Background: an optimization exercise with open tools, aiming at a short achievable clock period and few clock cycles. Do not read the settings as production practice. Only simulation tests tie the RTL to the original design; equivalence was not proved. Power and IR drop assume default switching activity.

--- design/flow/design.v ---
module dmc_nand2 (input logic a, b, output logic y);
  assign y = ~(a & b);
endmodule
module dmc_nand3 (input logic a, b, c, output logic y);
  assign y = ~(a & b & c);
endmodule
module dmc_nand4 (input logic a, b, c, d, output logic y);
  assign y = ~(a & b & c & d);
endmodule
module dmc_nor2 (input logic a, b, output logic y);
  assign y = ~(a | b);
endmodule
module dmc_nor3 (input logic a, b, c, output logic y);
  assign y = ~(a | b | c);
endmodule
module dmc_xor2 (input logic a, b, output logic y);
  assign y = a ^ b;
endmodule
module dmc_and3 (input logic a, b, c, output logic y);
  assign y = a & b & c;
endmodule
module dmc_oai21 (input logic a1, a2, b, output logic y);
  assign y = ~((a1 | a2) & b);
endmodule
module dmc_aoi22 (input logic a1, a2, b1, b2, output logic y);
  assign y = ~((a1 & a2) | (b1 & b2));
endmodule
module dmc_dec2 (input logic [1:0] a, output logic [3:0] y);
  assign y[0] = ~a[1] & ~a[0];
  assign y[1] = ~a[1] &  a[0];
  assign y[2] =  a[1] & ~a[0];
  assign y[3] =  a[1] &  a[0];
endmodule
module dmc_dec2n (input logic [1:0] a, output logic [3:0] y);
  assign y[0] = ~(~a[1] & ~a[0]);
  assign y[1] = ~(~a[1] &  a[0]);
  assign y[2] = ~( a[1] & ~a[0]);
  assign y[3] = ~( a[1] &  a[0]);
endmodule
module dmc_rd_bit (
  input  logic [255:0] sel,
  input  logic [255:0] d,
  input  logic         mem_n,
  input  logic         en,
  output logic         y
);
  logic [127:0] l1;
  logic [31:0]  l2;
  logic [15:0]  l3;
  logic [3:0]   l4;
  logic [1:0]   l5;
  for (genvar m = 0; m < 128; m++) begin : g_l1
    dmc_aoi22 u (.a1(sel[2*m]), .a2(d[2*m]), .b1(sel[2*m+1]), .b2(d[2*m+1]), .y(l1[m]));
  end
  for (genvar m = 0; m < 32; m++) begin : g_l2
    dmc_nand4 u (.a(l1[4*m]), .b(l1[4*m+1]), .c(l1[4*m+2]), .d(l1[4*m+3]), .y(l2[m]));
  end
  for (genvar m = 0; m < 16; m++) begin : g_l3
    dmc_nor2 u (.a(l2[2*m]), .b(l2[2*m+1]), .y(l3[m]));
  end
  for (genvar m = 0; m < 4; m++) begin : g_l4
    dmc_nand4 u (.a(l3[4*m]), .b(l3[4*m+1]), .c(l3[4*m+2]), .d(l3[4*m+3]), .y(l4[m]));
  end
  for (genvar m = 0; m < 2; m++) begin : g_l5
    dmc_oai21 u (.a1(l4[2*m]), .a2(l4[2*m+1]), .b(en), .y(l5[m]));
  end
  dmc_nand3 u_l6 (.a(l5[0]), .b(l5[1]), .c(mem_n), .y(y));
endmodule
module dmc_hit (
  input  logic [63:0] sel_line,
  input  logic [63:0] m_a,
  input  logic [63:0] m_b,
  input  logic        en,
  output logic        hit_n
);
  logic [63:0] l1;
  logic [15:0] l2;
  logic [7:0]  l3;
  logic [1:0]  l4;
  for (genvar m = 0; m < 64; m++) begin : g_l1
    dmc_nand3 u (.a(sel_line[m]), .b(m_a[m]), .c(m_b[m]), .y(l1[m]));
  end
  for (genvar m = 0; m < 16; m++) begin : g_l2
    dmc_nand4 u (.a(l1[4*m]), .b(l1[4*m+1]), .c(l1[4*m+2]), .d(l1[4*m+3]), .y(l2[m]));
  end
  for (genvar m = 0; m < 8; m++) begin : g_l3
    dmc_nor2 u (.a(l2[2*m]), .b(l2[2*m+1]), .y(l3[m]));
  end
  for (genvar m = 0; m < 2; m++) begin : g_l4
    dmc_nand4 u (.a(l3[4*m]), .b(l3[4*m+1]), .c(l3[4*m+2]), .d(l3[4*m+3]), .y(l4[m]));
  end
  dmc_oai21 u_l5 (.a1(l4[0]), .a2(l4[1]), .b(en), .y(hit_n));
endmodule
module dm_cache_wt #(
  parameter int ADDR_W  = 13,
  parameter int INDEX_W = 6
) (
  input  logic              clk,
  input  logic              reset,
  input  logic [ADDR_W-1:0] addr_from_cpu,
  input  logic              rreq_from_cpu,
  input  logic              wreq_from_cpu,
  input  logic [7:0]        wdata_from_cpu,
  output logic [7:0]        rdata_to_cpu,
  output logic              hit_to_cpu,
  output logic              rreq_to_mem,
  output logic [ADDR_W-1:0] raddr_to_mem,
  input  logic [31:0]       rdata_from_mem,
  input  logic              rvalid_from_mem,
  output logic              wreq_to_mem,
  output logic [ADDR_W-1:0] waddr_to_mem,
  output logic [7:0]        wdata_to_mem
);
  localparam int TAG_W = ADDR_W - INDEX_W - 2;
  localparam int LINES = 1 << INDEX_W;
  logic [LINES-1:0] valid;
  logic [TAG_W-1:0] tag_array  [LINES];
  logic [31:0]      data_array [LINES];
  logic waiting;
  logic [TAG_W-1:0]   req_tag;
  logic [INDEX_W-1:0] req_index;
  logic [1:0]         req_offset;
  assign req_tag    = addr_from_cpu[ADDR_W-1 -: TAG_W];
  assign req_index  = addr_from_cpu[INDEX_W+1:2];
  assign req_offset = addr_from_cpu[1:0];
  logic nwait;
  assign nwait = ~waiting;
  logic [3:0] p0, p1, p2, p3, p1n;
  dmc_dec2  u_p0  (.a(addr_from_cpu[1:0]), .y(p0));
  dmc_dec2  u_p1  (.a(addr_from_cpu[3:2]), .y(p1));
  dmc_dec2  u_p2  (.a(addr_from_cpu[5:4]), .y(p2));
  dmc_dec2  u_p3  (.a(addr_from_cpu[7:6]), .y(p3));
  dmc_dec2n u_p1n (.a(addr_from_cpu[3:2]), .y(p1n));
  logic [15:0] lo_n, hi_n;
  for (genvar j = 0; j < 16; j++) begin : g_lohi
    dmc_nand2 u_lo (.a(p0[j % 4]), .b(p1[j / 4]), .y(lo_n[j]));
    dmc_nand2 u_hi (.a(p2[j % 4]), .b(p3[j / 4]), .y(hi_n[j]));
  end
  logic [255:0] sel_byte;
  logic [63:0]  sel_line;
  for (genvar b = 0; b < 256; b++) begin : g_selb
    dmc_nor2 u (.a(lo_n[b % 16]), .b(hi_n[b / 16]), .y(sel_byte[b]));
  end
  for (genvar i = 0; i < 64; i++) begin : g_sell
    dmc_nor2 u (.a(p1n[i % 4]), .b(hi_n[i / 4]), .y(sel_line[i]));
  end
  logic [63:0] m_a, m_b;
  for (genvar i = 0; i < 64; i++) begin : g_match
    logic [TAG_W-1:0] x;
    for (genvar k = 0; k < TAG_W; k++) begin : g_x
      dmc_xor2 u (.a(tag_array[i][k]), .b(req_tag[k]), .y(x[k]));
    end
    dmc_nor3 u_a (.a(x[0]), .b(x[1]), .c(x[2]), .y(m_a[i]));
    dmc_nor3 u_b (.a(x[3]), .b(x[4]), .c(~valid[i]), .y(m_b[i]));
  end
  logic hit_n;
  dmc_hit u_hit (.sel_line(sel_line), .m_a(m_a), .m_b(m_b), .en(nwait), .hit_n(hit_n));
  logic [3:0] p0w;
  logic [7:0] mem_n;
  for (genvar k = 0; k < 4; k++) begin : g_p0w
    assign p0w[k] = p0[k] & waiting;
  end
  for (genvar r = 0; r < 8; r++) begin : g_mem
    assign mem_n[r] = ~(|(p0w & {rdata_from_mem[24+r], rdata_from_mem[16+r],
                                 rdata_from_mem[8+r], rdata_from_mem[r]}));
  end
  for (genvar r = 0; r < 8; r++) begin : g_rd
    logic [255:0] d;
    for (genvar b = 0; b < 256; b++) begin : g_d
      assign d[b] = data_array[b / 4][8 * (b % 4) + r];
    end
    dmc_rd_bit u (.sel(sel_byte), .d(d), .mem_n(mem_n[r]), .en(nwait), .y(rdata_to_cpu[r]));
  end
  logic rv_n;
  dmc_nand2 u_rv  (.a(rvalid_from_mem), .b(waiting), .y(rv_n));
  dmc_nand2 u_hit_out (.a(hit_n), .b(rv_n), .y(hit_to_cpu));
  dmc_and3  u_rreq (.a(hit_n), .b(rreq_from_cpu), .c(nwait), .y(rreq_to_mem));
  assign raddr_to_mem = {addr_from_cpu[ADDR_W-1:2], 2'b00};
  assign wreq_to_mem  = wreq_from_cpu && !reset;
  assign waddr_to_mem = addr_from_cpu;
  assign wdata_to_mem = wdata_from_cpu;
  logic fill;
  logic write_hit;
  assign fill      = waiting && rvalid_from_mem;
  assign write_hit = wreq_from_cpu && valid[req_index] && (tag_array[req_index] == req_tag);
  always_ff @(posedge clk) begin
    if (reset) begin
      waiting <= 1'b0;
      valid   <= '0;
    end else begin
      if (rreq_to_mem) waiting <= 1'b1;
      else if (rvalid_from_mem) waiting <= 1'b0;
      if (fill) valid[req_index] <= 1'b1;
    end
  end
  always_ff @(posedge clk) begin
    if (fill) begin
      tag_array[req_index]  <= req_tag;
      data_array[req_index] <= rdata_from_mem;
    end else if (write_hit) begin
      data_array[req_index][{req_offset, 3'b000} +: 8] <= wdata_from_cpu;
    end
  end
endmodule
--- design/flow/constraint.sdc ---
create_clock -name core_clock -period 6.0 [get_ports {clk}]
set_input_delay 1.2000 -clock core_clock [delete_from_list [all_inputs] [get_ports {clk}]]
set_output_delay 1.2000 -clock core_clock [all_outputs]
set_load 0.01 [all_outputs]
--- design/flow/config.mk ---
export PLATFORM = sky130hd
export DESIGN_NAME = dm_cache_wt
export DESIGN_NICKNAME = dm_cache_wt
export VERILOG_FILES = /design/flow/design.v
export SDC_FILE = /design/flow/constraint.sdc
export NUM_CORES = 4
export LEC_CHECK = 0
export CAP_MARGIN = 20
export CORE_MARGIN = 2
export CORE_UTILIZATION = 40
export SETUP_SLACK_MARGIN = 1.5
export SLEW_MARGIN = 20
export SYNTH_HIERARCHICAL = 1
export SYNTH_MINIMUM_KEEP_SIZE = 0
--- design/flow/run.sh ---
#!/bin/bash
# synth_recipe.tcl (not shown) runs the flow's synth.tcl, then flattens the netlist and writes it again
# the make line also repeats each setting of config.mk as NAME=value (left out here)
make -C /OpenROAD-flow-scripts/flow DESIGN_CONFIG=/design/flow/config.mk WORK_HOME=/design/flow/orfs CLKGATE_MAP_FILE= SYNTH_SCRIPT=/design/flow/synth_recipe.tcl finish
==> run notes, run 1 <==
hold buffer count at CTS 0; Final min period 5.446 ns; static leakage 0.04121 uW; register bit total from synthesis 2433; DR iter-0 viols 8627; final core occ 0.5097; root buffer cell clkbuf_16; nets 7515; final worst setup slack 0.5535 ns; Critical Path AT 4.25 ns; Netlist cell types 73; via count 66610; Hold WC Path Type register to register; drt pass-1 iters 7; core area 253500 um^2; CTS H-tree depth 5; crit end category output pin; routability cong. 0.9351; register area share after synthesis 0.7124; final cell count without fillers 11020; largest net degree at the start of global routing 79; CTS clk-pin slew, worst paths 0.06 ns; commonest non-fill, non-tap cells in the layout edfxtp_1, a22oi_2, buf_4; maxcap violations 0; max-slew violations 0; critical path's largest stage delay 0.31 ns; CP max FO 6; Yosys Warn Count 7; total gr overflow 0; CP max stage cell o21ai_4; cts bufs inserted 276; met3 usage 0.05267; Via-to-Cell Ratio 6.046; layout cells sized above 1 0.4197; Total Routing Usage GR 0.2795; dpl ws -0.6925 ns; worst-case clock buffer depth 4; GRT Max-Usage Layer met2; Clk Latency, worst-skew pair 0.96 ns; post-synthesis instance area 101600 um^2; Post-Layout Inst Area 129200 um^2; antenna violations before repair 18; first-pass GRT wire length 508400 um; drc violations 0; CTS sink count 2433; per-cell routed wire length 33.37 um; crit share post-route 0.9077; Syn Inst Count 6062; most common cell after layout, fill and taps aside edfxtp_1; Post-synth EDFFs 2368; Top cell by count, worst path buf_6; die area 258100 um^2; Final HPWL DP 242500 um; Area growth, synth to finish 27.11%; crit-path cells buf_6 > buf_12 > and2b_4 > buf_6 > nand2_4 > buf_12 > buf_6 > nor2_4 > buf_12 > a22oi_2 > nand4_1 > nor2_2 > buf_4 > nand4_1 > o21ai_4 > nand3_4 > buf_6 > buf_6; Overall Power 37340 uW; CTS tree done; required time of the critical path 4.80 ns; Post-synth ARST share 0; CP Class input pin to output pin; DP Cell Count 10400; GR Util met2 0.4447; syn avg cell area 16.77 um^2; actual slew at the worst max-slew pin 1.189 ns; fmax 0.1836 GHz; Max rail drop VDD 0.0002927 V; outcome timing/DRC/antenna clean; number of port buffers 100; # IOs 103; Fin. Hold Viols 0; final setup fails 0; Setup Skew 0.07131 ns; Startpoint Class input pin; num rows 185; Die W 508.1 um; Top FF cell, synth edfxtp_1; antenna viol nets, final 0; slew margin rel. 0.2010; GRT met1 Usage 0.3644; Die H 508.1 um; Starting Density 0.4010; final WL 367600 um; unrepaired setup endpoints after global routing true; PD cells 289.0 nW/um^2; Area after DPL 117000 um^2; vias in the first global route 65540
==> cell families (layout without fill, tap and decap cells) <==
logic type	after synthesis	after routing	share of synthesized area
AOI/OAI and AO/OA	1453	1453	0.1511
xor gates and xnor gates	325	325	0.02801
adders and majority gates	4	4	0.0004924
buffers and inverters	246	1820	0.01295
DFF	2433	2433	0.7124
muxes	155	155	0.02082
other	1	16	0.00003690
and+or+nand+nor	1445	1445	0.07412
==> modules after synthesis (local to each module, per instance), a selection <==
module | area (um^2) | flops+latches
dmc_nor2 | 3.754 | 0
dmc_xor2 | 8.758 | 0
dmc_oai21 | 5.005 | 0
dmc_aoi22 | 12.51 | 0
dmc_dec2 | 26.28 | 0
dmc_nand4 | 6.256 | 0
==> routing by layer <==
| metal | up-vias | part of all wire |
|---|---|---|
| met4 | 2 | 0.060 |
| met3 | 940 | 0.098 |
| li1 | 27330 | - |
| met2 | 4075 | 0.47 |
| met5 | - | 0.000030 |
| met1 | 34260 | 0.38 |
==> repair_timing <==
item                       4_1_cts  5_1_grt
setup endpoints to repair     3889     2940
buffers inserted                87       36
pin swaps                      156       76
cloned                          15        3
gates resized for setup        507       70
==> per-stage QoR <==
step | setup TNS [ns] | hold WS (ns)
finish | 0 | 0.5036
global route | 0 | 0.5230
CTS | 0 | 0.4963
detailed placement | -4.268 | 0.4834
global placement | -4.645 | 0.4706
floorplan | 0 | 0.4510
==> report_power, final <==
part | switching (uW) | internal (uW)
Sequential | 9.28 | 18600
Combinational | 1500 | 695
Clock | 6660 | 9820
Total | 8180 | 29200
==> critical path, delay by kind of cell <==
kind	cells	cell delay [ns]
buf+inv	9	1.22
simple gates	7	1.34
compound gates	2	0.45
==> Yosys cell counts (6+ instances only) <==
master    number  area (um^2)
a22o_1        21        183.9
a221oi_1       8        70.07
a21oi_1      273         1366
o21ai_1       17        85.08
o21ai_0       18        90.09
nand2_1      133        499.2
and2_1         7        43.79
or3b_2         9        78.83
o31ai_1        7        52.55
buf_2         29        145.1
dfxtp_1       65         1301
xor2_1       321         2811
mux2i_1       73        730.7
a221o_1        7        70.07
buf_4         45        337.8
nor3_2       128         1281
clkbuf_1      56        210.2
mux4_2        41        923.4
inv_1         78        292.8
nor2b_1       16        100.1
nor3_1        19        95.09
o32ai_1        6        52.55
mux2_2        41        461.7
nand2b_1       7        43.79
nor2_1       668         2507
buf_6         25        281.5
buf_1         11        41.29
nand3b_1      13        97.59
a22oi_1       12        90.09
a22oi_2     1024        12810
o22ai_1       23        143.9
nand3_1       89        445.4
edfxtp_1    2368        71110
nand4_1      309         1933
==> area by class of cell <==
| type | count | area, um^2 |
|---|---|---|
| inverter | 80 | 300.3 |
| tap | 3366 | 4212 |
| sequential | 2433 | 72410 |
| antenna | 14 | 35.03 |
| fill | 20700 | 124300 |
| multi-input combinational | 3384 | 30080 |
| clock inverter | 134 | 1369 |
| clock buffer | 328 | 7261 |
| timing repair buffer | 1278 | 13530 |
==> worst paths after layout <==
kind / start / endpoint / slack, ns / depth (start not counted)
setup / recovery: addr_from_cpu[0] / rdata_to_cpu[1] / 0.55 / 18
setup reg to reg: tag_array[31][0] / data_array[51][29] / 1.93 / 11
hold / removal: valid[55] / valid[55] / 0.50 / 2
hold reg to reg: valid[55] / valid[55] / 0.50 / 2
==> flip-flops by register name, summed over array words and instances (netlist names) <==
register and flops:
data_array 2048, tag_array 320, waiting 1, valid 64
Testbench counts, summed over its fixed seeds: cycles 38,705.
==> run 2: changes to the inputs <==
--- a/design/flow/config.mk
+++ b/design/flow/config.mk
@@ -7,7 +7,8 @@
 export LEC_CHECK = 0
 export CAP_MARGIN = 20
 export CORE_MARGIN = 2
-export CORE_UTILIZATION = 40
+export CORE_UTILIZATION = 70
+export PLACE_DENSITY = 0.8
 export SETUP_SLACK_MARGIN = 1.5
 export SLEW_MARGIN = 20
 export SYNTH_HIERARCHICAL = 1
==> run notes, run 2 <==
DR iter-0 viols 12460; TNS Setup 0 ns; maxcap violations 0; static leakage 0.03726 uW; core area 143800 um^2; CTS clk-pin slew, worst paths 0.06 ns; CTS H-tree depth 4; Startpoint Class input pin; most common cell after layout, fill and taps aside edfxtp_1; number of port buffers 100; WHS Path Cells 2; slew margin rel. 0.2331; Top FF cell, synth edfxtp_1; Die H 385.0 um; unrepaired setup endpoints after global routing true; final WL 357800 um; Total Routing Usage GR 0.4748; largest net degree at the start of global routing 72; Largest register FFs 2048; Die W 385.0 um; Area contributors post-synth edfxtp_1, a22oi_2, xor2_1; Fin. Hold Viols 0; fmax 0.1928 GHz; total gr overflow 0; Via-to-Cell Ratio 7.588; commonest non-fill, non-tap cells in the layout edfxtp_1, a22oi_2, buf_4; Largest Register data_array; max-slew violations 0; routability cong. 1.011; die area 148300 um^2; CP Class input pin to output pin; drc violations 0; reg-to-reg slack, setup 1.84 ns; CTS tree done; Hold WC Path Type register to register; per-cell routed wire length 40.10 um; root buffer cell clkbuf_16; r2r startpoint tag_array[53][0]; Worst Hold Path EP valid[40]; switching pwr 7857 uW; # IOs 103; crit end category output pin; top-area cell type share of the netlist area 0.6996; Syn Inst Count 6062; first-pass GRT wire length 486400 um; register area share after synthesis 0.7124; area of the multi-input gates 31930 um^2; layout cells sized above 1 0.4003; Int Pwr 27670 uW; actual slew at the worst max-slew pin 1.150 ns; Setup Skew 0.03961 ns; Max rail drop VDD 0.0002713 V; Starting Density 0.7067; worst-case clock buffer depth 3; Hold Crit Start valid[40]; crit-path cells buf_8 > buf_8 > nor2b_4 > buf_6 > nand2_4 > buf_12 > buf_4 > buf_4 > buf_6 > buf_6 > nor2_4 > buf_4 > a22oi_2 > nand4_1 > nor2_1 > nand4_1 > o21ai_2 > nand3_4 > buf_6; Area after DPL 110000 um^2; cts bufs inserted 228; DP Cell Count 8346; fillers 6109; crit share post-route 0.8645; top flop regs data_array: 2048 flops, tag_array: 320 flops, valid: 64 flops; final worst setup slack 0.8129 ns; via count 67700; Reg area 72410 um^2; required time of the critical path 4.80 ns; Post-synth ARST share 0; Clk Latency, worst-skew pair 0.86 ns; PD cells 288.9 nW/um^2; dpl ws -0.5979 ns; Area growth, synth to finish 20.98%; CP max FO 8; switching share of power 0.2211; Post-synth EDFFs 2368; Netlist cell types 73; Top cell by count, worst path buf_6; Comb power frac 0.061; Final HPWL DP 217200 um; worst reg2reg path endpoint data_array[29][0]; CP max stage cell nor2_1; Yosys Warn Count 7; Post-Layout Inst Area 123000 um^2; Clk pwr share 0.414; register bit total from synthesis 2433; final cell count without fillers 8922; syn avg cell area 16.77 um^2; critical path's top delay family buffers and inverters; FF-to-FF path depth 11; Reg power frac 0.525; post-synth top area cell edfxtp_1; post-synthesis instance area 101600 um^2; drt pass-1 iters 8; antenna viol nets, final 0; final core occ 0.8549; nets 6870; antenna violations before repair 17; outcome timing/DRC/antenna clean; Final min period 5.187 ns; vias in the first global route 65260; WP buf/inv 10; num rows 139; Critical Path AT 3.99 ns; most common cell in the netlist edfxtp_1; critical path's largest stage delay 0.30 ns; CTS sink count 2433; commonest cells in the netlist edfxtp_1, a22oi_2, nor2_1; final setup fails 0
-- run 2: logic make-up (layout without fill, tap and decap cells) --
group                      Yosys count  count (layout)  share of synthesized area
buffers and inverters              246            1185                    0.01295
other                                1              19                 0.00003690
adders and majority gates            4               4                  0.0004924
DFF                               2433            2433                     0.7124
and+or+nand+nor                   1445            1445                    0.07412
muxes                              155             155                    0.02082
xor gates and xnor gates           325             325                    0.02801
AOI/OAI and AO/OA                 1453            1453                     0.1511
-- run 2: timing repair --
action / CTS / global route
pin swaps: 165 / 62
endpoints found under the hold margin: 0 / 0
endpoints found under the setup margin: 3876 / 4013
buffers inserted: 72 / 42
hold buffers: 0 / 0
resized for setup: 782 / 228
cloned: 16 / 4
-- run 2: Yosys stat by module (local to each module, per instance), excerpt --
module       cells inside  times used
dmc_nor3                1         128
dmc_dec2n               4           1
dmc_nor2                1         456
dmc_xor2                1         320
dm_cache_wt          3684           1
dmc_oai21               1          17
dmc_nand3               1          72
dmc_nand2               1          34
dmc_aoi22               1        1024
dmc_and3                1           1
dmc_dec2                4           4
dmc_nand4               1         306
-- run 2: final cells by class --
cell class	instances	share of cell area
Timing Repair Buffer	681	0.06787
Tap cell	1903	0.01936
Multi-Input combinational cell	3384	0.2597
Sequential cell	2433	0.5889
Antenna cell	17	0.0003460
Clock inverter	140	0.01191
Clock buffer	284	0.04947
Inverter	80	0.002442
-- run 2: metal layers --
layer  share of wire  track usage
met5         0.00020            0
met1            0.31       0.6122
met4           0.089       0.3287
met2            0.44       0.6988
met3            0.16       0.1428
-- run 2: worst max path at each step --
stage / startpoint / end / slack, ns / depth (start not counted)
after floorplan: addr_from_cpu[2] / data_array[10][10] / 1.28 / 13
after global placement: addr_from_cpu[1] / rdata_to_cpu[6] / -0.72 / 15
after detailed placement: addr_from_cpu[1] / rdata_to_cpu[6] / -0.60 / 14
after CTS: addr_from_cpu[1] / rdata_to_cpu[6] / 0.95 / 16
after global routing: addr_from_cpu[1] / rdata_to_cpu[5] / 0.85 / 18
final: addr_from_cpu[1] / rdata_to_cpu[1] / 0.81 / 19
-- run 2: metrics by stage --
stage               power (uW)  hold WS, ns
floorplan                19660       0.4510
global placement         20780       0.4705
detailed placement       20800       0.4819
CTS                      35200       0.4973
global route             36040       0.5214
finish                   35530       0.4989
-- run 2: power groups by stage --
stage	sequential (uW)	combinational, uW	clock (uW)
floorplan	19000	646	0
global route	18600	2130	15300
finish	18700	2170	14700
detailed placement	19000	1780	0
global placement	19000	1770	0
CTS	18700	1980	14600
-- run 2: worst register-to-register path, cell delays in order, from the launching register on --
cell,delay [ns]
edfxtp_1,0.41
mux4_2,0.67
a221o_1,0.39
o21ai_0,0.14
o21ai_0,0.17
or3_1,0.43
a2111oi_4,0.41
buf_4,0.22
nand3_2,0.12
buf_12,0.21
mux2_4,0.44
buf_12,0.22
==> run 3: changes to the inputs <==
--- a/design/flow/design.v
+++ b/design/flow/design.v
@@ -18,9 +18,6 @@
 endmodule
 module dmc_and3 (input logic a, b, c, output logic y);
   assign y = a & b & c;
-endmodule
-module dmc_oai21 (input logic a1, a2, b, output logic y);
-  assign y = ~((a1 | a2) & b);
 endmodule
 module dmc_aoi22 (input logic a1, a2, b1, b2, output logic y);
   assign y = ~((a1 & a2) | (b1 & b2));
@@ -41,7 +38,6 @@
   input  logic [255:0] sel,
   input  logic [255:0] d,
   input  logic         mem_n,
-  input  logic         en,
   output logic         y
 );
   logic [127:0] l1;
@@ -62,7 +58,7 @@
     dmc_nand4 u (.a(l3[4*m]), .b(l3[4*m+1]), .c(l3[4*m+2]), .d(l3[4*m+3]), .y(l4[m]));
   end
   for (genvar m = 0; m < 2; m++) begin : g_l5
-    dmc_oai21 u (.a1(l4[2*m]), .a2(l4[2*m+1]), .b(en), .y(l5[m]));
+    dmc_nor2 u (.a(l4[2*m]), .b(l4[2*m+1]), .y(l5[m]));
   end
   dmc_nand3 u_l6 (.a(l5[0]), .b(l5[1]), .c(mem_n), .y(y));
 endmodule
@@ -70,7 +66,6 @@
   input  logic [63:0] sel_line,
   input  logic [63:0] m_a,
   input  logic [63:0] m_b,
-  input  logic        en,
   output logic        hit_n
 );
   logic [63:0] l1;
@@ -89,7 +84,7 @@
   for (genvar m = 0; m < 2; m++) begin : g_l4
     dmc_nand4 u (.a(l3[4*m]), .b(l3[4*m+1]), .c(l3[4*m+2]), .d(l3[4*m+3]), .y(l4[m]));
   end
-  dmc_oai21 u_l5 (.a1(l4[0]), .a2(l4[1]), .b(en), .y(hit_n));
+  dmc_nor2 u_l5 (.a(l4[0]), .b(l4[1]), .y(hit_n));
 endmodule
 module dm_cache_wt #(
   parameter int ADDR_W  = 13,
@@ -154,7 +149,7 @@
     dmc_nor3 u_b (.a(x[3]), .b(x[4]), .c(~valid[i]), .y(m_b[i]));
   end
   logic hit_n;
-  dmc_hit u_hit (.sel_line(sel_line), .m_a(m_a), .m_b(m_b), .en(nwait), .hit_n(hit_n));
+  dmc_hit u_hit (.sel_line(sel_line), .m_a(m_a), .m_b(m_b), .hit_n(hit_n));
   logic [3:0] p0w;
   logic [7:0] mem_n;
   for (genvar k = 0; k < 4; k++) begin : g_p0w
@@ -169,7 +164,7 @@
     for (genvar b = 0; b < 256; b++) begin : g_d
       assign d[b] = data_array[b / 4][8 * (b % 4) + r];
     end
-    dmc_rd_bit u (.sel(sel_byte), .d(d), .mem_n(mem_n[r]), .en(nwait), .y(rdata_to_cpu[r]));
+    dmc_rd_bit u (.sel(sel_byte), .d(d), .mem_n(mem_n[r]), .y(rdata_to_cpu[r]));
   end
   logic rv_n;
   dmc_nand2 u_rv  (.a(rvalid_from_mem), .b(waiting), .y(rv_n));
@@ -190,11 +185,14 @@
     end else begin
       if (rreq_to_mem) waiting <= 1'b1;
       else if (rvalid_from_mem) waiting <= 1'b0;
-      if (fill) valid[req_index] <= 1'b1;
+      if (rreq_to_mem) valid[req_index] <= 1'b0;
+      else if (fill) valid[req_index] <= 1'b1;
     end
   end
   always_ff @(posedge clk) begin
-    if (fill) begin
+    if (rreq_to_mem) begin
+      data_array[req_index] <= '0;
+    end else if (fill) begin
       tag_array[req_index]  <= req_tag;
       data_array[req_index] <= rdata_from_mem;
     end else if (write_hit) begin
--- a/design/flow/config.mk
+++ b/design/flow/config.mk
@@ -7,8 +7,8 @@
 export LEC_CHECK = 0
 export CAP_MARGIN = 20
 export CORE_MARGIN = 2
-export CORE_UTILIZATION = 70
-export PLACE_DENSITY = 0.8
+export CORE_UTILIZATION = 74
+export PLACE_DENSITY = 0.82
 export SETUP_SLACK_MARGIN = 1.5
 export SLEW_MARGIN = 20
 export SYNTH_HIERARCHICAL = 1
==> run notes, run 3 <==
Area contributors post-synth edfxtp_1, a22oi_2, nor2_1; DR iter-0 viols 18780; commonest non-fill, non-tap cells in the layout edfxtp_1, a22oi_2, buf_4; crit end category output pin; Hold WC Path Type register to register; Yosys Warn Count 7; register area share after synthesis 0.7126; required time of the critical path 4.80 ns; # IOs 103; static leakage 0.04276 uW; commonest cells in the netlist edfxtp_1, a22oi_2, nor2_1; final WL 418100 um; switching pwr 8279 uW; unrepaired setup endpoints after global routing true; worst-case clock buffer depth 3; hold buffer count at CTS 0; slew margin rel. 0.2377; Setup Skew 0.06014 ns; drt pass-1 iters 10; Post-synth EDFFs 2368; Via-to-Cell Ratio 8.375; Top cell by count, worst path buf_4; PD cells 281.6 nW/um^2; CTS sink count 2433; largest net degree at the start of global routing 112; drc violations 0; Final min period 5.922 ns; vias in the first global route 71050; fillers 4225; Die H 374.6 um; post-synthesis instance area 101600 um^2; critical path's top delay family simple AND/OR/NAND/NOR gates; CTS tree done; via count 77160; CTS H-tree depth 4; crit-path cells buf_8 > buf_12 > buf_6 > and2_4 > buf_4 > nand2_4 > buf_12 > nor2_2 > a22oi_2 > nand4_1 > nor2_2 > nand4_1 > buf_4 > nor2_4 > buf_4 > nand3_2 > buf_6; Area growth, synth to finish 22.44%; top-area cell type share of the netlist area 0.6997; Die W 374.6 um; Netlist cell types 76; antenna violations before repair 43; Starting Density 0.7483; Top FF cell, synth edfxtp_1; syn avg cell area 16.60 um^2; critical path's largest stage delay 0.45 ns; top flop regs data_array: 2048 flops, tag_array: 320 flops, waiting: 1 flops; Int Pwr 26760 uW; most common cell in the netlist edfxtp_1; CTS clk-pin slew, worst paths 0.06 ns; Critical Path AT 4.72 ns; Largest Register data_array; cts bufs inserted 223; TNS Setup 0 ns; total gr overflow 0; CP max FO 8; nets 7258; antenna viol nets, final 0; Clk Latency, worst-skew pair 0.93 ns; Largest register FFs 2048; root buffer cell clkbuf_16; switching share of power 0.2363; Fin. Hold Viols 0; crit share post-route 0.9870; WP buf/inv 8; maxcap violations 0; Comb power frac 0.058; die area 140300 um^2; Overall Power 35040 uW; num rows 135; Clk pwr share 0.413; first-pass GRT wire length 532700 um; max-slew violations 0; Total Routing Usage GR 0.5484; CP Class input pin to output pin; Max rail drop VDD 0.0003740 V; final setup fails 0; outcome timing/DRC/antenna clean; most common cell after layout, fill and taps aside edfxtp_1; actual slew at the worst max-slew pin 1.137 ns; Reg power frac 0.529; layout cells sized above 1 0.3959; register bit total from synthesis 2433; Startpoint Class input pin; Final HPWL DP 226300 um; number of port buffers 100; core area 135800 um^2; per-cell routed wire length 45.38 um; post-synth top area cell edfxtp_1; CP max stage cell nand4_1; routability cong. 1.033; Syn Inst Count 6122; fmax 0.1689 GHz; Post-synth ARST share 0
-- run 3: cell count changes after synthesis, sizes merged, moves of 12 or more --
cell,previous run,this run
buf,110,93
clkbuf,56,68
nand2,133,172
nor2,668,830
nand4,312,340
nand3,93,81
a21oi,273,81
mux2i,73,55
o21ai,35,67
a211oi,5,48
or3,2,20
mux2,41,6
-- run 3: routing by layer --
metal	share of wire	GRT usage
met4	0.12	0.4069
met1	0.27	0.6707
met5	0.0033	0.006518
met3	0.21	0.2516
met2	0.40	0.7681
-- run 3: worst min-delay path: cells and delay by family (launching register included) --
family / cells / cell delay (ns)
DFF: 1 / 0.31
AOI/OAI and AO/OA: 2 / 0.12
-- run 3: layout make-up --
cell class	count	area (um^2)	share of cell area
sequential	2433	72410	0.5820
tap	1781	2228	0.01791
antenna	44	110.1	0.0008849
clock inverter	141	1220	0.009804
timing repair buffer	993	11220	0.09021
inverter	73	285.3	0.002293
clock buffer	276	5873	0.04720
multi-input combinational	3472	31070	0.2497
-- run 3: kinds of logic after synthesis --
logic type	after synthesis	synth area share
xor gates and xnor gates	323	0.02784
AOI/OAI and AO/OA	1335	0.1469
adders and majority gates	4	0.0004925
and+or+nand+nor	1679	0.08373
buffers and inverters	234	0.01088
other	1	0.00003690
DFF	2433	0.7126
muxes	113	0.01761
-- run 3: what timing repair did --
action                                   CTS  global route
gates cloned                              24            27
pin swaps                                147            60
setup buffers                             74            97
endpoints found under the setup margin  4114          4106
gates resized for setup                  672           124
-- run 3: worst paths after layout --
kind	start	depth (start not counted)	slack, ns	to
max	addr_from_cpu[1]	17	0.08	rdata_to_cpu[0]
min	register	2	0.48	register
max reg2reg	tag_array[56][1]	19	1.60	data_array[41][29]
min reg2reg	register	2	0.48	register
-- run 3: modules after synthesis (local to each module, per instance), a selection --
module / flops+latches / times used / cells inside / cell area (um^2)
dmc_nor3: 0 / 128 / 1 / 10.01
dm_cache_wt: 2433 / 1 / 3744 / 80410
dmc_aoi22: 0 / 1024 / 1 / 12.51
dmc_dec2n: 0 / 1 / 4 / 22.52
dmc_nand2: 0 / 34 / 1 / 3.754
dmc_xor2: 0 / 320 / 1 / 8.758
-- run 3: power by group through the flow --
| stage | Combinational, uW | Clock [uW] | Sequential [uW] |
|---|---|---|---|
| 6_report | 2050 | 14500 | 18500 |
| 4_1_cts | 1720 | 13900 | 18500 |
| 5_1_grt | 1960 | 14700 | 18500 |
| 2_1_floorplan | 646 | 0 | 18900 |
| 3_3_place_gp | 1470 | 0 | 18900 |
| 3_5_place_dp | 1490 | 0 | 18900 |
-- run 3: per-stage QoR --
stage	setup slack (ns)	cells	instance area, um^2	hold slack (ns)	util
global placement	-0.7602	8528	111600	0.4652	0.8217
global route	0.3174	9175	124300	0.5015	0.9155
finish	0.07776	9213	124400	0.4799	0.9162
detailed placement	-0.8048	8529	111600	0.4712	0.8219
floorplan	1.262	6123	102500	0.4538	-
CTS	0.9114	9044	122300	0.4790	0.9004
Testbench counts of run 3, summed over its fixed seeds: cycles 38,705.
==> run 4: changes to the inputs <==
--- a/design/flow/design.v
+++ b/design/flow/design.v
@@ -3,9 +3,6 @@
 endmodule
 module dmc_nand3 (input logic a, b, c, output logic y);
   assign y = ~(a & b & c);
-endmodule
-module dmc_nand4 (input logic a, b, c, d, output logic y);
-  assign y = ~(a & b & c & d);
 endmodule
 module dmc_nor2 (input logic a, b, output logic y);
   assign y = ~(a | b);
@@ -41,26 +38,34 @@
   output logic         y
 );
   logic [127:0] l1;
-  logic [31:0]  l2;
-  logic [15:0]  l3;
-  logic [3:0]   l4;
-  logic [1:0]   l5;
+  logic [63:0]  l2;
+  logic [31:0]  l3;
+  logic [15:0]  l4;
+  logic [7:0]   l5;
+  logic [3:0]   l6;
+  logic [1:0]   l7;
   for (genvar m = 0; m < 128; m++) begin : g_l1
     dmc_aoi22 u (.a1(sel[2*m]), .a2(d[2*m]), .b1(sel[2*m+1]), .b2(d[2*m+1]), .y(l1[m]));
   end
-  for (genvar m = 0; m < 32; m++) begin : g_l2
-    dmc_nand4 u (.a(l1[4*m]), .b(l1[4*m+1]), .c(l1[4*m+2]), .d(l1[4*m+3]), .y(l2[m]));
-  end
-  for (genvar m = 0; m < 16; m++) begin : g_l3
+  for (genvar m = 0; m < 64; m++) begin : g_l2
+    dmc_nand2 u (.a(l1[2*m]), .b(l1[2*m+1]), .y(l2[m]));
+  end
+  for (genvar m = 0; m < 32; m++) begin : g_l3
     dmc_nor2 u (.a(l2[2*m]), .b(l2[2*m+1]), .y(l3[m]));
   end
-  for (genvar m = 0; m < 4; m++) begin : g_l4
-    dmc_nand4 u (.a(l3[4*m]), .b(l3[4*m+1]), .c(l3[4*m+2]), .d(l3[4*m+3]), .y(l4[m]));
-  end
-  for (genvar m = 0; m < 2; m++) begin : g_l5
+  for (genvar m = 0; m < 16; m++) begin : g_l4
+    dmc_nand2 u (.a(l3[2*m]), .b(l3[2*m+1]), .y(l4[m]));
+  end
+  for (genvar m = 0; m < 8; m++) begin : g_l5
     dmc_nor2 u (.a(l4[2*m]), .b(l4[2*m+1]), .y(l5[m]));
   end
-  dmc_nand3 u_l6 (.a(l5[0]), .b(l5[1]), .c(mem_n), .y(y));
+  for (genvar m = 0; m < 4; m++) begin : g_l6
+    dmc_nand2 u (.a(l5[2*m]), .b(l5[2*m+1]), .y(l6[m]));
+  end
+  for (genvar m = 0; m < 2; m++) begin : g_l7
+    dmc_nor2 u (.a(l6[2*m]), .b(l6[2*m+1]), .y(l7[m]));
+  end
+  dmc_nand3 u_l8 (.a(l7[0]), .b(l7[1]), .c(mem_n), .y(y));
 endmodule
 module dmc_hit (
   input  logic [63:0] sel_line,
@@ -69,22 +74,30 @@
   output logic        hit_n
 );
   logic [63:0] l1;
-  logic [15:0] l2;
-  logic [7:0]  l3;
-  logic [1:0]  l4;
+  logic [31:0] l2;
+  logic [15:0] l3;
+  logic [7:0]  l4;
+  logic [3:0]  l5;
+  logic [1:0]  l6;
   for (genvar m = 0; m < 64; m++) begin : g_l1
     dmc_nand3 u (.a(sel_line[m]), .b(m_a[m]), .c(m_b[m]), .y(l1[m]));
   end
-  for (genvar m = 0; m < 16; m++) begin : g_l2
-    dmc_nand4 u (.a(l1[4*m]), .b(l1[4*m+1]), .c(l1[4*m+2]), .d(l1[4*m+3]), .y(l2[m]));
-  end
-  for (genvar m = 0; m < 8; m++) begin : g_l3
+  for (genvar m = 0; m < 32; m++) begin : g_l2
+    dmc_nand2 u (.a(l1[2*m]), .b(l1[2*m+1]), .y(l2[m]));
+  end
+  for (genvar m = 0; m < 16; m++) begin : g_l3
     dmc_nor2 u (.a(l2[2*m]), .b(l2[2*m+1]), .y(l3[m]));
   end
-  for (genvar m = 0; m < 2; m++) begin : g_l4
-    dmc_nand4 u (.a(l3[4*m]), .b(l3[4*m+1]), .c(l3[4*m+2]), .d(l3[4*m+3]), .y(l4[m]));
-  end
-  dmc_nor2 u_l5 (.a(l4[0]), .b(l4[1]), .y(hit_n));
+  for (genvar m = 0; m < 8; m++) begin : g_l4
+    dmc_nand2 u (.a(l3[2*m]), .b(l3[2*m+1]), .y(l4[m]));
+  end
+  for (genvar m = 0; m < 4; m++) begin : g_l5
+    dmc_nor2 u (.a(l4[2*m]), .b(l4[2*m+1]), .y(l5[m]));
+  end
+  for (genvar m = 0; m < 2; m++) begin : g_l6
+    dmc_nand2 u (.a(l5[2*m]), .b(l5[2*m+1]), .y(l6[m]));
+  end
+  dmc_nor2 u_l7 (.a(l6[0]), .b(l6[1]), .y(hit_n));
 endmodule
 module dm_cache_wt #(
   parameter int ADDR_W  = 13,
--- a/design/flow/config.mk
+++ b/design/flow/config.mk
@@ -7,9 +7,9 @@
 export LEC_CHECK = 0
 export CAP_MARGIN = 20
 export CORE_MARGIN = 2
-export CORE_UTILIZATION = 74
-export PLACE_DENSITY = 0.82
-export SETUP_SLACK_MARGIN = 1.5
+export CORE_UTILIZATION = 70
+export PLACE_DENSITY = 0.8
+export SETUP_SLACK_MARGIN = 1.0
 export SLEW_MARGIN = 20
 export SYNTH_HIERARCHICAL = 1
 export SYNTH_MINIMUM_KEEP_SIZE = 0
==> run notes, run 4 <==
per-cell routed wire length 37.55 um; static leakage 0.04641 uW; CP Class input pin to output pin; syn avg cell area 15.32 um^2; post-synthesis instance area 103200 um^2; unrepaired setup endpoints after global routing true; Total Routing Usage GR 0.4725; CTS sink count 2433; max-slew violations 0; Synth Area in Adders 0.0004852; crit end category output pin; largest family of logic cells by synthesized area compound AO/OA/AOI/OAI gates; Area growth, synth to finish 21.97%; critical path's largest stage delay 0.29 ns; first-pass GRT wire length 499800 um; Syn Inst Count 6734; largest net degree at the start of global routing 96; maxcap violations 0; register bit total from synthesis 2433; root buffer cell clkbuf_16; Startpoint Class input pin; Area contributors post-synth edfxtp_1, a22oi_2, nor2_1; Die W 387.9 um; drt pass-1 iters 8; total gr overflow 0; Largest register FFs 2048; Starting Density 0.7069; CTS clk-pin slew, worst paths 0.06 ns; crit share post-route 0.8919; Simple-Gate Fraction of Synth Area 0.09733; Post-synth EDFFs 2368; Die H 387.9 um; hold buffer count at CTS 0; register area share after synthesis 0.7020; required time of the critical path 4.80 ns; critical path's top delay family simple AND/OR/NAND/NOR gates; WHS Path Cells 2; number of port buffers 100; Synth Area in Compound Gates 0.1447; DP Cell Count 9351; top flop regs data_array: 2048 flops, tag_array: 320 flops, waiting: 1 flops; fmax 0.1869 GHz; r2r startpoint tag_array[26][1]; Hold WC Path Type register to register; Via-to-Cell Ratio 7.348; drc violations 0; die area 150400 um^2; CP startpoint addr_from_cpu[1]; commonest cells in the netlist edfxtp_1, nor2_1, a22oi_2; Final min period 5.352 ns; final setup fails 0; via count 73000; final WL 373100 um; cts bufs inserted 227; hold_ws 0.4776 ns; Final HPWL DP 228000 um; Clk Latency, worst-skew pair 0.89 ns; CTS tree done; mux share of post-synthesis cell area 0.01735; nets 7868; top-area cell type share of the netlist area 0.6894; Crit path depth 17; actual slew at the worst max-slew pin 1.277 ns; slew margin rel. 0.1452; most common cell after layout, fill and taps aside edfxtp_1; crit path to rdata_to_cpu[3]; final cell count without fillers 9935; antenna violations before repair 14; Max rail drop VDD 0.0002942 V; TNS Setup 0 ns; worst-case clock buffer depth 3; layout cells sized above 1 0.3663; xor-xnor portion of the synthesized cell area 0.02743; Critical Path AT 4.15 ns; Post-synth ARST share 0; outcome timing/DRC/antenna clean; reg-to-reg slack, setup 1.73 ns; FF-to-FF path depth 19; antenna viol nets, final 0; crit-path cells buf_2 > and2b_4 > nand2_4 > buf_12 > buf_16 > nor2_4 > a22oi_2 > nand2_1 > nor2_1 > nand2_1 > nor2_1 > buf_4 > nand2_1 > nor2_1 > buf_4 > nand3_4 > buf_6; Fin. Hold Viols 0; CP max FO 8; routability cong. 1.036; num rows 140; DR iter-0 viols 13610; final core occ 0.8622; worst reg2reg path endpoint data_array[41][3]; CTS H-tree depth 4; Yosys Warn Count 7; # IOs 103; PD cells 277.1 nW/um^2; Largest Register data_array; post-synth top area cell edfxtp_1; vias in the first global route 69550; Setup Skew 0.04074 ns; WP buf/inv 6; Netlist cell types 76; commonest non-fill, non-tap cells in the layout edfxtp_1, a22oi_2, nand2_1; CP max stage cell and2b_4; core area 145900 um^2; most common cell in the netlist edfxtp_1; Top FF cell, synth edfxtp_1
-- run 4: final cells by class --
cell class	instances	area (um^2)
sequential	2433	72410
multi-input combinational	4069	32420
fill	6109	20100
timing repair buffer	1002	10930
clock buffer	286	6016
tap	1917	2399
clock inverter	139	1331
inverter	73	274.0
antenna	16	40.04
-- run 4: repair_timing --
action / in CTS / in global routing
setup buffers: 30 / 95
gates resized for setup: 544 / 217
setup endpoints to repair: 3596 / 251
pin swaps: 65 / 88
gates cloned: 8 / 10
hold endpoints to repair: 0 / 0
-- run 4: logic make-up (layout without fill, tap and decap cells) --
family,Yosys count,count (layout)
other cells,1,18
mux,113,113
fa+ha+maj,4,4
simple gates,2291,2292
compound gates,1335,1335
xor+xnor,323,323
buf+inv,234,1500
flops,2433,2433
-- run 4: through the flow --
step,instance area [um^2],setup slack (ns),total power (uW)
floorplan,103600,0.9124,19510
global placement,114300,-0.4272,20420
global route,125800,0.7637,35370
CTS,123800,0.8710,34470
detailed placement,114300,-0.5092,20440
finish,125800,0.6484,34860
-- run 4: worst min-delay path by stage --
stage | start | endpoint | slack [ns]
final | register | register | 0.48
after global placement | register | register | 0.46
after floorplan | register | register | 0.45
after global routing | register | register | 0.50
after CTS | register | register | 0.48
after detailed placement | register | register | 0.47
-- run 4: power breakdown --
part	internal [uW]	leakage, uW	switching [uW]	total, uW
sequential	18500	0.0259	15.8	18500
clock	7970	0.00355	6540	14500
combinational	546	0.0170	1270	1820
total	27000	0.0464	7830	34900
-- run 4: per-layer routing --
layer  GRT usage  part of all wire  vias up  routed length (um)
li1            -                 -    28110                   -
met1      0.6063              0.30    35010              112400
met2      0.6868              0.42     7740              158000
met3      0.1715              0.18     2129               67250
met4      0.3012             0.095       10               35310
met5    0.006061           0.00022        -                  83
-- run 4: Yosys stat by module (local to each module, per instance), a selection --
module | cells inside | flops+latches | copies in the design | cell area (um^2)
dmc_nand3 | 1 | 0 | 72 | 5.005
dmc_dec2 | 4 | 0 | 4 | 26.28
dm_cache_wt | 3744 | 2433 | 1 | 80410
dmc_nor2 | 1 | 0 | 677 | 3.754
dmc_and3 | 1 | 0 | 1 | 6.256
dmc_dec2n | 4 | 0 | 1 | 22.52
dmc_xor2 | 1 | 0 | 320 | 8.758
dmc_nand2 | 1 | 0 | 748 | 3.754
dmc_nor3 | 1 | 0 | 128 | 10.01
dmc_aoi22 | 1 | 0 | 1024 | 12.51
-- run 4: worst reg2reg max path: cells and delay by family (launching register included) --
family                    cells  cell delay, ns
buffers and inverters         4            0.87
and+or+nand+nor              13            2.33
DFF                           1            0.41
xor gates and xnor gates      1            0.17
AOI/OAI and AO/OA             1            0.21
Testbench counts of run 4, summed over its fixed seeds: cycles 38,705.
==> run 5: changes to the inputs <==
--- a/design/flow/config.mk
+++ b/design/flow/config.mk
@@ -9,7 +9,8 @@
 export CORE_MARGIN = 2
 export CORE_UTILIZATION = 70
 export PLACE_DENSITY = 0.8
-export SETUP_SLACK_MARGIN = 1.0
+export SETUP_SLACK_MARGIN = 1.5
 export SLEW_MARGIN = 20
 export SYNTH_HIERARCHICAL = 1
 export SYNTH_MINIMUM_KEEP_SIZE = 0
+export TNS_END_PERCENT = 10
==> run notes, run 5 <==
PD cells 278.0 nW/um^2; drc violations 0; CP max stage cell a22oi_2; Area growth, synth to finish 24.02%; die area 150400 um^2; total gr overflow 0; fillers 5643; Largest register FFs 2048; critical path's top delay family simple AND/OR/NAND/NOR gates; static leakage 0.04703 uW; vias in the first global route 71740; CTS tree done; hold_ws 0.4820 ns; Yosys Warn Count 7; fmax 0.1911 GHz; Setup Skew 0.07433 ns; commonest cells in the netlist edfxtp_1, nor2_1, a22oi_2; per-cell routed wire length 40.64 um; root buffer cell clkbuf_16; final setup fails 0; routability cong. 0.9903; post-synth top area cell edfxtp_1; layout cells sized above 1 0.3877; critical path's largest stage delay 0.29 ns; Netlist cell types 76; unrepaired setup endpoints after global routing true; Total Routing Usage GR 0.5010; Die H 387.9 um; max-slew violations 0; Clk Latency, worst-skew pair 0.91 ns; post-synthesis instance area 103200 um^2; top-area cell type share of the netlist area 0.6894; core area 145900 um^2; required time of the critical path 4.80 ns; Die W 387.9 um; Starting Density 0.7069; commonest non-fill, non-tap cells in the layout edfxtp_1, a22oi_2, nand2_1; Largest Register data_array; Post-synth EDFFs 2368; hold buffer count at CTS 0; crit share post-route 0.8721; largest net degree at the start of global routing 66; top flop regs data_array: 2048 flops, tag_array: 320 flops, waiting: 1 flops; worst-case clock buffer depth 3; Max rail drop VDD 0.0003373 V; Via-to-Cell Ratio 7.650; register area share after synthesis 0.7020; syn avg cell area 15.32 um^2; Startpoint Class input pin; Overall Power 35560 uW; WP buf/inv 5; Final min period 5.232 ns; maxcap violations 0; final WL 405700 um; crit end category output pin; CTS sink count 2433; first-pass GRT wire length 525100 um; Final HPWL DP 224200 um; cts bufs inserted 229; outcome timing/DRC/antenna clean; Area contributors post-synth edfxtp_1, a22oi_2, nor2_1; register bit total from synthesis 2433; Reg area 72410 um^2; antenna violations before repair 21; Post-synth ARST share 0; CP max FO 8; Top FF cell, synth edfxtp_1; num rows 140; CTS clk-pin slew, worst paths 0.06 ns; # IOs 103; DR iter-0 viols 14730; CP Class input pin to output pin; antenna viol nets, final 0; number of port buffers 100; drt pass-1 iters 10; slew margin rel. 0.1308; actual slew at the worst max-slew pin 1.301 ns; most common cell after layout, fill and taps aside edfxtp_1; most common cell in the netlist edfxtp_1; crit-path cells clkbuf_16 > and2b_4 > nand2_4 > buf_12 > buf_4 > nor2_4 > a22oi_2 > nand2_2 > nor2_1 > nand2_1 > nor2_2 > nand2_4 > nor2_4 > buf_6 > nand3_4 > buf_6; via count 76370; area of the multi-input gates 33570 um^2; Fin. Hold Viols 0; Critical Path AT 4.03 ns; nets 7903; Syn Inst Count 6734; Hold WC Path Type register to register; CTS H-tree depth 4
run 5: layout make-up:
cell class | count | share of cell area
multi-input cells | 4079 | 0.2624
diodes | 37 | 0.0007238
well taps | 1917 | 0.01875
clock inverters | 135 | 0.01091
inverters | 73 | 0.002162
repair buffers | 1025 | 0.09134
clock buffers | 284 | 0.04768
flip-flops and latches | 2433 | 0.5660
run 5: per-module statistics from Yosys, one instance, submodules excluded, a selection:
module,flops+latches,cell area (um^2),times used,cells inside
dmc_nor3,0,10.01,128,1
dmc_dec2,0,26.28,4,4
dmc_xor2,0,8.758,320,1
dmc_dec2n,0,22.52,1,4
dmc_nand2,0,3.754,748,1
dmc_and3,0,6.256,1,1
dmc_nand3,0,5.005,72,1
dm_cache_wt,2433,80410,1,3744
dmc_aoi22,0,12.51,1024,1
dmc_nor2,0,3.754,677,1
run 5: through the flow:
stage                 util  setup WS [ns]  TNS (ns)  instance area (um^2)  std cells
global placement    0.7766        -0.5078    -3.444                113300       9270
CTS                 0.8615          1.155         0                125700       9848
floorplan                -          1.245         0                103900       6735
global route        0.8761         0.9526         0                127800       9948
detailed placement  0.7767        -0.5444    -3.671                113300       9271
finish              0.8767         0.7676         0                127900       9983
run 5: final timing paths:
check                    from           endpoint  slack (ns)  depth (start not counted)
max reg2reg  tag_array[50][4]  data_array[6][30]        1.83                         18
min reg2reg          register           register        0.48                          2
max          addr_from_cpu[2]    rdata_to_cpu[7]        0.77                         16
min                  register           register        0.48                          2
run 5: worst reg2reg max path: stages (launching register included):
cell and delay [ns]:
edfxtp_1 0.40, xor2_1 0.17, nor3_2 0.27, nand3_1 0.12, nand2_1 0.08, nor2_1 0.05, nand2_1 0.12, nor2_2 0.06
nand2_2 0.15, nor2_4 0.06, and3_4 0.20, inv_4 0.11, nand2_8 0.06, nor2_4 0.15, nor4bb_1 0.20, or4b_4 0.66
buf_12 0.28, o21ai_4 0.29, buf_12 0.37
run 5: layer usage:
| layer | vias up | global-route usage | part of all wire |
|---|---|---|---|
| li1 | 28230 | - | - |
| met1 | 36190 | 0.6158 | 0.29 |
| met2 | 9036 | 0.7196 | 0.41 |
| met3 | 2892 | 0.2016 | 0.19 |
| met4 | 18 | 0.3694 | 0.11 |
| met5 | - | 0 | 0.0012 |
run 5: power by group:
part           internal (uW)  switching, uW  total [uW]
Sequential             18500           16.3       18500
Clock                   8230           6660       14900
Combinational            671           1460        2130
Total                  27400           8140       35600
run 5: what timing repair did:
item	4_1_cts	5_1_grt
buffers inserted	133	81
setup endpoints to repair	4049	4040
cloned	25	16
resized for setup	844	241
pin swaps	168	149
run 5: kinds of logic (layout without fill, tap and decap cells):
family / count (synthesis) / in the layout / synth area share
flip-flops: 2433 / 2433 / 0.7020
buffers and inverters: 234 / 1517 / 0.01072
multiplexers: 113 / 113 / 0.01735
adder cells (fa/ha/maj): 4 / 4 / 0.0004852
XOR/XNOR: 323 / 323 / 0.02743
AO/OA/AOI/OAI: 1335 / 1335 / 0.1447
AND/OR/NAND/NOR: 2291 / 2302 / 0.09733
other: 1 / 39 / 0.00003635
==> run 6: changes to the inputs <==
--- a/design/flow/design.v
+++ b/design/flow/design.v
@@ -12,9 +12,6 @@
 endmodule
 module dmc_xor2 (input logic a, b, output logic y);
   assign y = a ^ b;
-endmodule
-module dmc_and3 (input logic a, b, c, output logic y);
-  assign y = a & b & c;
 endmodule
 module dmc_aoi22 (input logic a1, a2, b1, b2, output logic y);
   assign y = ~((a1 & a2) | (b1 & b2));
@@ -71,7 +68,8 @@
   input  logic [63:0] sel_line,
   input  logic [63:0] m_a,
   input  logic [63:0] m_b,
-  output logic        hit_n
+  output logic        hit_n,
+  output logic [1:0]  hit_h
 );
   logic [63:0] l1;
   logic [31:0] l2;
@@ -98,6 +96,7 @@
     dmc_nand2 u (.a(l5[2*m]), .b(l5[2*m+1]), .y(l6[m]));
   end
   dmc_nor2 u_l7 (.a(l6[0]), .b(l6[1]), .y(hit_n));
+  assign hit_h = l6;
 endmodule
 module dm_cache_wt #(
   parameter int ADDR_W  = 13,
@@ -161,8 +160,9 @@
     dmc_nor3 u_a (.a(x[0]), .b(x[1]), .c(x[2]), .y(m_a[i]));
     dmc_nor3 u_b (.a(x[3]), .b(x[4]), .c(~valid[i]), .y(m_b[i]));
   end
-  logic hit_n;
-  dmc_hit u_hit (.sel_line(sel_line), .m_a(m_a), .m_b(m_b), .hit_n(hit_n));
+  logic       hit_n;
+  logic [1:0] hit_h;
+  dmc_hit u_hit (.sel_line(sel_line), .m_a(m_a), .m_b(m_b), .hit_n(hit_n), .hit_h(hit_h));
   logic [3:0] p0w;
   logic [7:0] mem_n;
   for (genvar k = 0; k < 4; k++) begin : g_p0w
@@ -182,7 +182,9 @@
   logic rv_n;
   dmc_nand2 u_rv  (.a(rvalid_from_mem), .b(waiting), .y(rv_n));
   dmc_nand2 u_hit_out (.a(hit_n), .b(rv_n), .y(hit_to_cpu));
-  dmc_and3  u_rreq (.a(hit_n), .b(rreq_from_cpu), .c(nwait), .y(rreq_to_mem));
+  logic rq_n;
+  dmc_nand2 u_rq   (.a(rreq_from_cpu), .b(nwait), .y(rq_n));
+  dmc_nor3  u_rreq (.a(hit_h[0]), .b(hit_h[1]), .c(rq_n), .y(rreq_to_mem));
   assign raddr_to_mem = {addr_from_cpu[ADDR_W-1:2], 2'b00};
   assign wreq_to_mem  = wreq_from_cpu && !reset;
   assign waddr_to_mem = addr_from_cpu;
==> run notes, run 6 <==
outcome timing/DRC/antenna clean; antenna violations before repair 27; Largest register FFs 2048; Area contributors post-synth edfxtp_1, a22oi_2, nor2_1; Yosys Warn Count 7; slew margin rel. 0.1920; post-synthesis instance area 103200 um^2; Hold WC Path Type register to register; Syn Inst Count 6735; total gr overflow 0; cts bufs inserted 226; Final min period 5.279 ns; Post-synth ARST share 0; # IOs 103; maxcap violations 0; CP max stage cell nor2_4; register area share after synthesis 0.7019; FF-to-FF path depth 11; PD cells 270.5 nW/um^2; Top FF cell, synth edfxtp_1; Starting Density 0.7070; layout cells sized above 1 0.4060; CP max FO 8; CTS sink count 2433; CTS H-tree depth 4; Clk Latency, worst-skew pair 0.92 ns; routability cong. 0.9791; actual slew at the worst max-slew pin 1.205 ns; commonest cells in the netlist edfxtp_1, nor2_1, a22oi_2; DR iter-0 viols 14820; crit end category output pin; Die H 387.9 um; drt pass-1 iters 9; commonest non-fill, non-tap cells in the layout edfxtp_1, a22oi_2, buf_4; post-synth top area cell edfxtp_1; crit-path cells buf_6 > buf_12 > nor2b_4 > buf_12 > nand2_8 > buf_12 > buf_4 > buf_6 > nor2_4 > a22oi_2 > nand2_1 > nor2_2 > nand2_4 > nor2_4 > buf_6 > nand2_4 > nor2_4 > nand3_2 > buf_4 > buf_2; max-slew violations 0; num rows 140; Via-to-Cell Ratio 7.515; Fin. Hold Viols 0; top-area cell type share of the netlist area 0.6893; Final HPWL DP 235300 um; Max rail drop VDD 0.0003285 V; final WL 397300 um; nets 8087; number of port buffers 100; worst-case clock buffer depth 3; Crit path depth 20; top flop regs data_array: 2048 flops, tag_array: 320 flops, waiting: 1 flops; Area growth, synth to finish 24.63%; dpl ws -0.6401 ns; core area 145900 um^2; most common cell after layout, fill and taps aside edfxtp_1; Setup Skew 0.04538 ns; Largest Register data_array; most common cell in the netlist edfxtp_1; fmax 0.1894 GHz; Die W 387.9 um; critical path's top delay family simple AND/OR/NAND/NOR gates; largest net degree at the start of global routing 67; critical path's largest stage delay 0.39 ns; unrepaired setup endpoints after global routing true; syn avg cell area 15.32 um^2; via count 76330; drc violations 0; Startpoint Class input pin; register bit total from synthesis 2433; required time of the critical path 4.80 ns; CTS tree done; Total Routing Usage GR 0.4936; WHS Path Cells 2; crit share post-route 0.8798; Post-synth EDFFs 2368; Netlist cell types 76; static leakage 0.04772 uW; hold buffer count at CTS 0; final setup fails 0; antenna viol nets, final 0; CP Class input pin to output pin; WP buf/inv 9; vias in the first global route 72000; root buffer cell clkbuf_16; CTS clk-pin slew, worst paths 0.06 ns; Critical Path AT 4.08 ns; die area 150500 um^2; first-pass GRT wire length 518700 um; final worst setup slack 0.7212 ns; per-cell routed wire length 39.12 um; hold_ws 0.4806 ns
## run 6: changes by cell type in the layout (fill, tap and decap cells not counted), sizes merged, moves of 7 or more
| cell | change |
|---|---|
| bufbuf | -7 |
| clkbuf | -10 |
| clkinv | +10 |
| bufinv | -7 |
| buf | +198 |
| diode | -9 |
## run 6: modules after synthesis (local to each module, per instance), excerpt
module | flip-flops and latches | copies in the design
dmc_xor2 | 0 | 320
dmc_nor3 | 0 | 129
dmc_aoi22 | 0 | 1024
dmc_nand3 | 0 | 72
dmc_dec2n | 0 | 1
dmc_nand2 | 0 | 749
dmc_dec2 | 0 | 4
dm_cache_wt | 2433 | 1
dmc_nor2 | 0 | 677
## run 6: path summary, 6_finish.rpt
kind,endpoint,start,slack (ns)
setup / recovery,rdata_to_cpu[4],addr_from_cpu[1],0.72
hold / removal,register,register,0.48
setup reg to reg,data_array[40][25],tag_array[2][2],1.74
hold reg to reg,register,register,0.48
## run 6: logic make-up after synthesis
| logic type | count (synthesis) | synth area share |
|---|---|---|
| AO/OA/AOI/OAI | 1335 | 0.1447 |
| XOR/XNOR | 323 | 0.02742 |
| adder cells (fa/ha/maj) | 4 | 0.0004852 |
| buffers and inverters | 234 | 0.01072 |
| flip-flops | 2433 | 0.7019 |
| multiplexers | 113 | 0.01734 |
| other | 1 | 0.00003635 |
| AND/OR/NAND/NOR | 2292 | 0.09739 |
## run 6: routing by layer
| layer | global-route usage | wire (um) | share of wire | up-vias |
|---|---|---|---|---|
| met5 | 0 | 346 | 0.00087 | - |
| met4 | 0.3683 | 42090 | 0.11 | 20 |
| met3 | 0.1677 | 72190 | 0.18 | 2669 |
| met2 | 0.7207 | 167300 | 0.42 | 8830 |
| met1 | 0.6161 | 115400 | 0.29 | 36260 |
| li1 | - | - | - | 28550 |
## run 6: layout make-up
cell class	count	area [um^2]
sequential	2433	72410
multi-input combinational	4081	33570
fill	5638	17350
timing repair buffer	1210	12720
clock buffer	281	5966
tap	1917	2399
clock inverter	134	1154
inverter	73	277.8
antenna	28	70.07
## run 6: what timing repair did
item / CTS / global route
pin swaps: 199 / 197
gates cloned: 7 / 20
setup buffers: 99 / 122
resized for setup: 833 / 259
endpoints found under the setup margin: 4060 / 4112
## run 6: worst min-delay path: cells and delay by family, from the launching register on
| kind | cells | cell delay, ns |
|---|---|---|
| AOI/OAI and AO/OA | 2 | 0.13 |
| DFF | 1 | 0.30 |
## run 6: per-stage QoR
step	cells	total power [uW]	setup TNS, ns	cell area (um^2)	util
after floorplan	6736	19530	0	103900	-
final	10160	34770	0	128600	0.8811
after CTS	9987	34190	0	126000	0.8632
after global placement	9466	20420	-3.918	114800	0.7871
after global routing	10130	35210	0	128500	0.8806
after detailed placement	9466	20440	-4.297	114800	0.7871
## run 6: power by group
group / internal, uW / leakage, uW / switching, uW / total [uW]
sequential: 18500 / 0.0259 / 11.3 / 18500
combinational: 607 / 0.0183 / 1380 / 1990
clock: 7760 / 0.00349 / 6500 / 14300
Testbench counts of run 6, summed over its fixed seeds: cycles 38,705.

## afterwards: timing with drivers on the ports
The flow's constraints put no driver on any port. The routed layouts listed below were extracted and timed again, unchanged, in two steps.
Step 1 sets driving cells, clkbuf_16 on the clock port and buf_2 on the other inputs (assumed; they add their load-dependent delay and slew).
Step 2 times the ports against the registers' clock, not the clock port: input delays grow and output delays shrink by t, the midpoint of the rising clock arrivals with the driver on.
a / b / c = ideal / step 1 / step 2; a / b = the first two.
run | shift t [ns] | setup slack, ns | worst setup path after step 2
run 1 | 1.015 | 0.554 / 0.521 / 0.380 | input to register
run 2 | 0.938 | 0.813 / 0.774 / 0.506 | input to register
run 3 | 0.983 | 0.078 / -0.005 / -0.005 | input to output
run 4 | 0.959 | 0.648 / 0.625 / 0.038 | input to register
run 5 | 0.966 | 0.768 / 0.695 / 0.324 | input to register
run 6 | 0.997 | 0.721 / 0.669 / 0.294 | input to register
Met with ideal ports but missed after step 2: setup timing in run 3. The setup slack of run 4, which loses most, moves by -0.023 ns with the drivers and by -0.610 ns with both steps.
